From an optimization exercise on the open Yosys and OpenROAD flow, aimed at small area; shortcuts taken in it are not production practice. Only simulation tests tie the RTL to the original design; equivalence was not proved. No activity file was given, so power comes from the tool's default toggle rates.

## run A
Design mem_moc_responder, start of the top module:
module mem_moc_responder #(
    parameter int unsigned LATENCY = 2,
    parameter int unsigned DEPTH   = 64
) (
    input  logic        Clk,
    input  logic        Reset_n,
    input  logic        MFA,
    input  logic        RW,
    input  logic [1:0]  DataType,
    input  logic        SignExt,
    input  logic [5:0]  Address,
    input  logic [31:0] DataIn,
    output logic [31:0] DataOut,
    output logic        MOC,
    output logic        Err
);
    mem_pkg::state_t state_q;
    logic            moc_q;
    logic [31:0]     dout_q;
    logic            rw_q, sext_q;
    logic [1:0]      dt_q;
    logic [5:0]      addr_q;
    logic [31:0]     data_q;
    logic            phase_q;   
    logic            wpend_q;   
    logic            in_idle, in_busy1, in_busy2, in_done, fault;
    logic            do_write, do_read, commit;
    logic [1:0]      rot;
  ...
For scale: roughly 1,600 cells after synthesis, about 79 I/O pins.
Settings: LEC_CHECK=0, ABC_AREA=1, CAP_MARGIN=20, CORE_MARGIN=2, CORE_UTILIZATION=65, GPL_TIMING_DRIVEN=0, PLACE_DENSITY=0.75, SLEW_MARGIN=20; clock period 10.0 ns.
standard.sh (not shown) runs the stock make flow with config.mk's settings and CLKGATE_MAP_FILE= SYNTH_SCRIPT=/design/flow/synth_recipe.tcl, a recipe that flattens the netlist after the stock synthesis.
==> flow/flow/run.sh <==
#!/bin/bash
# Own layout flow: the standard synthesis, then an area-oriented re-mapping of
# the combinational logic only (every register keeps its name and cell type),
# then the standard floorplan-to-finish steps with small port buffers and a
# lighter clock tree. Each tool writes its full output to a log_*.log here.
set -euo pipefail
HERE=$(pwd)
FLOWDIR=$HERE/flow
RES=$HERE/orfs/results/$FLOW_PLATFORM/mem_moc_responder/base
LIB=$FLOW_HOME/platforms/sky130hd/lib/sky130_fd_sc_hd__tt_025C_1v80.lib

# 1. Standard synthesis.
bash standard.sh synth > $HERE/log_1_synth.log 2>&1
cp $RES/1_2_yosys.v $HERE/1_2_yosys.std.v

# 2. Re-map the combinational cells with ABC's area mapper, trying a few
#    scripts and keeping the smallest result. Registers are blackboxed so they
#    pass through untouched.
SCRIPTS=(
  "strash;dch -f;amap -F 5 -A 5"
  "strash;dc2;dch -f;amap -F 5 -A 5"
  "strash;&get -n;&deepsyn -T 150;&put;dch -f;amap -F 5 -A 5"
  "strash;dc2;&get -n;&deepsyn -T 150;&put;dc2;dch -f;amap -F 5 -A 5"
)
remap() {
  local i=$1 scr=$2
  echo "$scr" | tr ';' '\n' > $HERE/remap_$i.abc
  cat > $HERE/remap_$i.ys <<EOT
read_liberty -ignore_miss_func $LIB
blackbox $(cat $FLOWDIR/seq_cells.txt)
read_verilog $HERE/1_2_yosys.std.v
hierarchy -top $FLOW_TOP
flatten
rename -hide w:*.*
opt -purge
abc -liberty $LIB -dont_use *probe* -dont_use *lpflow* -dont_use *__conb* -script $HERE/remap_$i.abc
opt_clean -purge
hilomap -singleton -hicell sky130_fd_sc_hd__conb_1 HI -locell sky130_fd_sc_hd__conb_1 LO
splitnets
insbuf -buf sky130_fd_sc_hd__buf_4 A X
opt_clean -purge
stat -liberty $LIB
write_verilog -noattr -noexpr -nohex -nodec $HERE/remap_$i.v
EOT
  yosys -l $HERE/log_2_remap_$i.log $HERE/remap_$i.ys > /dev/null 2>&1 || true
}
for i in "${!SCRIPTS[@]}"; do remap $i "${SCRIPTS[$i]}" & done
wait
best=""; besta=""
for i in "${!SCRIPTS[@]}"; do
  a=$(grep -h "Chip area for module" $HERE/log_2_remap_$i.log 2>/dev/null | tail -1 | awk '{print $NF}')
  [[ -n "$a" && -s $HERE/remap_$i.v ]] || continue
  if [[ -z "$besta" ]] || awk "BEGIN{exit !($a < $besta)}"; then best=$i; besta=$a; fi
done
echo "remap: picked script $best, area $besta" > $HERE/log_2_remap_pick.log
cp $HERE/remap_$best.v $RES/1_2_yosys.v
rm -f $RES/1_synth.odb $RES/1_synth.sdc
bash standard.sh synth > $HERE/log_3_synth_odb.log 2>&1

# 3. Standard layout steps with smaller port buffers and clock tree settings.
bash standard.sh \
  "BUFFER_PORTS_ARGS=-buffer_cell sky130_fd_sc_hd__buf_1" \
  "CTS_ARGS=-sink_clustering_enable -repair_clock_nets -buf_list sky130_fd_sc_hd__clkbuf_4 -sink_clustering_size 10 -sink_clustering_max_diameter 50 -dont_use_dummy_load" \
  finish > $HERE/log_4_layout.log 2>&1
Other scripts of this flow, unchanged in this note and not shown: flow/flow/seq_cells.txt
What run B does differently from run A at the input level:
- swapping 20 for 10 in CAP_MARGIN
- swapping 20 for 10 in SLEW_MARGIN
-- flow/flow/run.sh --
<<< run A, line 19
SCRIPTS=(
  "strash;dch -f;amap -F 5 -A 5"
  "strash;dc2;dch -f;amap -F 5 -A 5"
  "strash;&get -n;&deepsyn -T 150;&put;dch -f;amap -F 5 -A 5"
  "strash;dc2;&get -n;&deepsyn -T 150;&put;dc2;dch -f;amap -F 5 -A 5"
)
>>> run B, line 19
SCRIPTS=(
  "strash;dc2;&get -n;&deepsyn -T 150;&put;dc2;dch -f;amap -F 5 -A 5"
  "strash;&get -n;&deepsyn -T 150;&put;dch -f;amap -F 5 -A 5"
  "strash;dc2;&get -n;&deepsyn -T 150 -S 11;&put;dc2;dch -f;amap -F 5 -A 5"
  "strash;dc2;dch -f;amap -F 5 -A 5"
)
<<< run A, line 62
  "BUFFER_PORTS_ARGS=-buffer_cell sky130_fd_sc_hd__buf_1" \
  "CTS_ARGS=-sink_clustering_enable -repair_clock_nets -buf_list sky130_fd_sc_hd__clkbuf_4 -sink_clustering_size 10 -sink_clustering_max_diameter 50 -dont_use_dummy_load" \
  finish > $HERE/log_4_layout.log 2>&1
>>> run B, line 62
  "BUFFER_PORTS_ARGS=-buffer_cell sky130_fd_sc_hd__buf_1" \
  "CTS_ARGS=-sink_clustering_enable -repair_clock_nets -buf_list sky130_fd_sc_hd__clkbuf_4 -sink_clustering_size 9 -sink_clustering_max_diameter 45 -dont_use_dummy_load" \
  finish > $HERE/log_4_layout.log 2>&1
## What came out
Status: first-pass GRT wire length parity (run B, run A)
The capture point of the critical path comes out dout_q[23] in one run and dout_q[19] in the other, namely in run B and run A respectively.
Re maximum frequency: run A was lower than run B.
Going from run A to run B, synthesis-to-finish area growth roughly the same, number of inserted filler cells in the final layout flat.
Comparing run B with run A, the total routing usage reported by global routing came out essentially unchanged.
Final worst setup slack in run B is 0.10 ns higher than in run A
Utilization delta (run B -> run A): insignificant
Diff run A..run B | part of the total power dissipated in combinational logic | negligible
Design area: run A vs run B — no meaningful difference
As far as sequential share of layout area is concerned, run A and run B perform about the same.
Edits applied to the flow inputs when going from run B to run C:
- swapping 0.75 for 0.85 in PLACE_DENSITY
- swapping 65 for 75 in CORE_UTILIZATION
--- outcome ---
- Detailed-route wire length on metal 1 was lower in the run labelled run C.
- In the metrics for run B and run C, the one carrying the higher combinational group share of total power is run C.
- Run C ends up with a die extent in y that is about 7% lower than in run B.
- Relative to run B, run C improves clock skew.

========
mem_moc_responder, a different RTL version from the one above (not shown whole).
Size in the first run: roughly 1600 cells after synthesis, about 18000 um2 of cells after synthesis.
Settings: LEC_CHECK=0, ABC_AREA=1, CAP_MARGIN=10, CORE_MARGIN=2, CORE_UTILIZATION=65, GPL_TIMING_DRIVEN=0, PLACE_DENSITY=0.75, SLEW_MARGIN=10; clock period 10.0 ns.
==> flow/flow/run.sh <==
#!/bin/bash
# Own layout flow: the standard synthesis, then an area-oriented re-mapping of
# the combinational logic only (every register keeps its name and cell type),
# then the standard floorplan-to-finish steps with small port buffers and a
# lighter clock tree. Each tool writes its full output to a log_*.log here.
set -euo pipefail
HERE=$(pwd)
FLOWDIR=$HERE/flow
RES=$HERE/orfs/results/$FLOW_PLATFORM/mem_moc_responder/base
LIB=$FLOW_HOME/platforms/sky130hd/lib/sky130_fd_sc_hd__tt_025C_1v80.lib

# 1. Standard synthesis.
bash standard.sh synth > $HERE/log_1_synth.log 2>&1
cp $RES/1_2_yosys.v $HERE/1_2_yosys.std.v

# 2. Re-map the combinational cells with ABC's area mapper, trying a few
#    scripts and keeping the smallest result. Registers are blackboxed so they
#    pass through untouched.
SCRIPTS=(
  "strash;dc2;&get -n;&deepsyn -T 240;&put;dc2;dch -f;amap -F 5 -A 5"
  "strash;&get -n;&deepsyn -T 240;&put;dch -f;amap -F 5 -A 5"
  "strash;dc2;&get -n;&deepsyn -T 240 -S 11;&put;dc2;dch -f;amap -F 5 -A 5"
  "strash;dc2;&get -n;&deepsyn -T 240 -S 33;&put;dc2;dch -f;amap -F 5 -A 5"
)
remap() {
  local i=$1 scr=$2
  echo "$scr" | tr ';' '\n' > $HERE/remap_$i.abc
  cat > $HERE/remap_$i.ys <<EOT
read_liberty -ignore_miss_func $LIB
blackbox $(cat $FLOWDIR/seq_cells.txt)
read_verilog $HERE/1_2_yosys.std.v
hierarchy -top $FLOW_TOP
flatten
rename -hide w:*.*
opt -purge
abc -liberty $LIB -dont_use *probe* -dont_use *lpflow* -dont_use *__conb* -script $HERE/remap_$i.abc
opt_clean -purge
hilomap -singleton -hicell sky130_fd_sc_hd__conb_1 HI -locell sky130_fd_sc_hd__conb_1 LO
splitnets
insbuf -buf sky130_fd_sc_hd__buf_4 A X
opt_clean -purge
stat -liberty $LIB
write_verilog -noattr -noexpr -nohex -nodec $HERE/remap_$i.v
EOT
  yosys -l $HERE/log_2_remap_$i.log $HERE/remap_$i.ys > /dev/null 2>&1 || true
}
for i in "${!SCRIPTS[@]}"; do remap $i "${SCRIPTS[$i]}" & done
wait
best=""; besta=""
for i in "${!SCRIPTS[@]}"; do
  a=$(grep -h "Chip area for module" $HERE/log_2_remap_$i.log 2>/dev/null | tail -1 | awk '{print $NF}')
  [[ -n "$a" && -s $HERE/remap_$i.v ]] || continue
  # A result far below the registers' own area means lost logic: skip it.
  awk "BEGIN{exit !($a > 16500)}" || continue
  if [[ -z "$besta" ]] || awk "BEGIN{exit !($a < $besta)}"; then best=$i; besta=$a; fi
done
echo "remap: picked script $best, area $besta" > $HERE/log_2_remap_pick.log
cp $HERE/remap_$best.v $RES/1_2_yosys.v
rm -f $RES/1_synth.odb $RES/1_synth.sdc
bash standard.sh synth > $HERE/log_3_synth_odb.log 2>&1

# 3. Standard layout steps with smaller port buffers and clock tree settings.
bash standard.sh \
  "BUFFER_PORTS_ARGS=-buffer_cell sky130_fd_sc_hd__buf_1" \
  "CTS_ARGS=-sink_clustering_enable -repair_clock_nets -buf_list sky130_fd_sc_hd__clkbuf_4 -sink_clustering_size 10 -sink_clustering_max_diameter 50 -dont_use_dummy_load" \
  finish > $HERE/log_4_layout.log 2>&1
Other scripts of this flow, unchanged in this note and not shown: flow/flow/seq_cells.txt
The first run completed with no timing, DRC or antenna violations.
Rerun with:
--- a/flow/flow/run.sh
+++ b/flow/flow/run.sh
@@ -20,4 +20,4 @@
-  "strash;dc2;&get -n;&deepsyn -T 240;&put;dc2;dch -f;amap -F 5 -A 5"
-  "strash;&get -n;&deepsyn -T 240;&put;dch -f;amap -F 5 -A 5"
-  "strash;dc2;&get -n;&deepsyn -T 240 -S 11;&put;dc2;dch -f;amap -F 5 -A 5"
-  "strash;dc2;&get -n;&deepsyn -T 240 -S 33;&put;dc2;dch -f;amap -F 5 -A 5"
+  "strash;dc2;&get -n;&deepsyn -T 150;&put;dc2;dch -f;amap -F 5 -A 5"
+  "strash;&get -n;&deepsyn -T 150;&put;dch -f;amap -F 5 -A 5"
+  "strash;dc2;&get -n;&deepsyn -T 150 -S 11;&put;dc2;dch -f;amap -F 5 -A 5"
+  "strash;dc2;&get -n;&deepsyn -T 150 -S 33;&put;dc2;dch -f;amap -F 5 -A 5"
@@ -65 +65 @@
-  "CTS_ARGS=-sink_clustering_enable -repair_clock_nets -buf_list sky130_fd_sc_hd__clkbuf_4 -sink_clustering_size 10 -sink_clustering_max_diameter 50 -dont_use_dummy_load" \
+  "CTS_ARGS=-sink_clustering_enable -repair_clock_nets -buf_list sky130_fd_sc_hd__clkbuf_4 -sink_clustering_size 9 -sink_clustering_max_diameter 45 -dont_use_dummy_load" \
Hold slack improved by 0.047 ns.
Combinational power barely changes.
Cell count rises by 0.33%.
Core utilization rises by 0.21 points.
Synthesized area does not change.

## separate check: timing with driven ports
The flow's constraints put no driver on any port. The routed layouts listed below were extracted and timed again, unchanged, in two steps.
Step 1, drivers: a clkbuf_16 drives Clk and a buf_2 each remaining input, both assumed.
Step 2 adds t to the input delays and takes it off the output delays; t is the mean of the earliest and latest rising clock arrival at the registers after step 1. Input paths then give back, and output paths get back, about the clock's delay inside the block.
a / b / c = ideal / step 1 / step 2; a / b = the first two.
| run | t, ns | setup slack, ns | worst setup path after step 2 | slew at the worst register clock pin (ns) | pins driven straight from the clock port |
|---|---|---|---|---|---|
| run A | 0.746 | 3.113 / 3.113 / 3.113 | register to register | 0.12 / 0.12 | 1 |
| run B | 0.734 | 3.216 / 3.216 / 3.216 | register to register | 0.11 / 0.11 | 1 |
| run C | 0.734 | 3.231 / 3.231 / 3.231 | register to register | 0.11 / 0.11 | 1 |
| the first run of note 2 | 0.753 | 4.376 / 4.376 / 3.889 | input to register | 0.12 / 0.12 | 1 |
| the second run of note 2 | 0.743 | 4.413 / 4.413 / 3.889 | input to register | 0.11 / 0.11 | 1 |
After both steps every run listed still meets setup and hold. For the second run of note 2, which loses most, drivers alone change the setup slack by 0.000 ns; drivers and shift together by -0.524 ns.
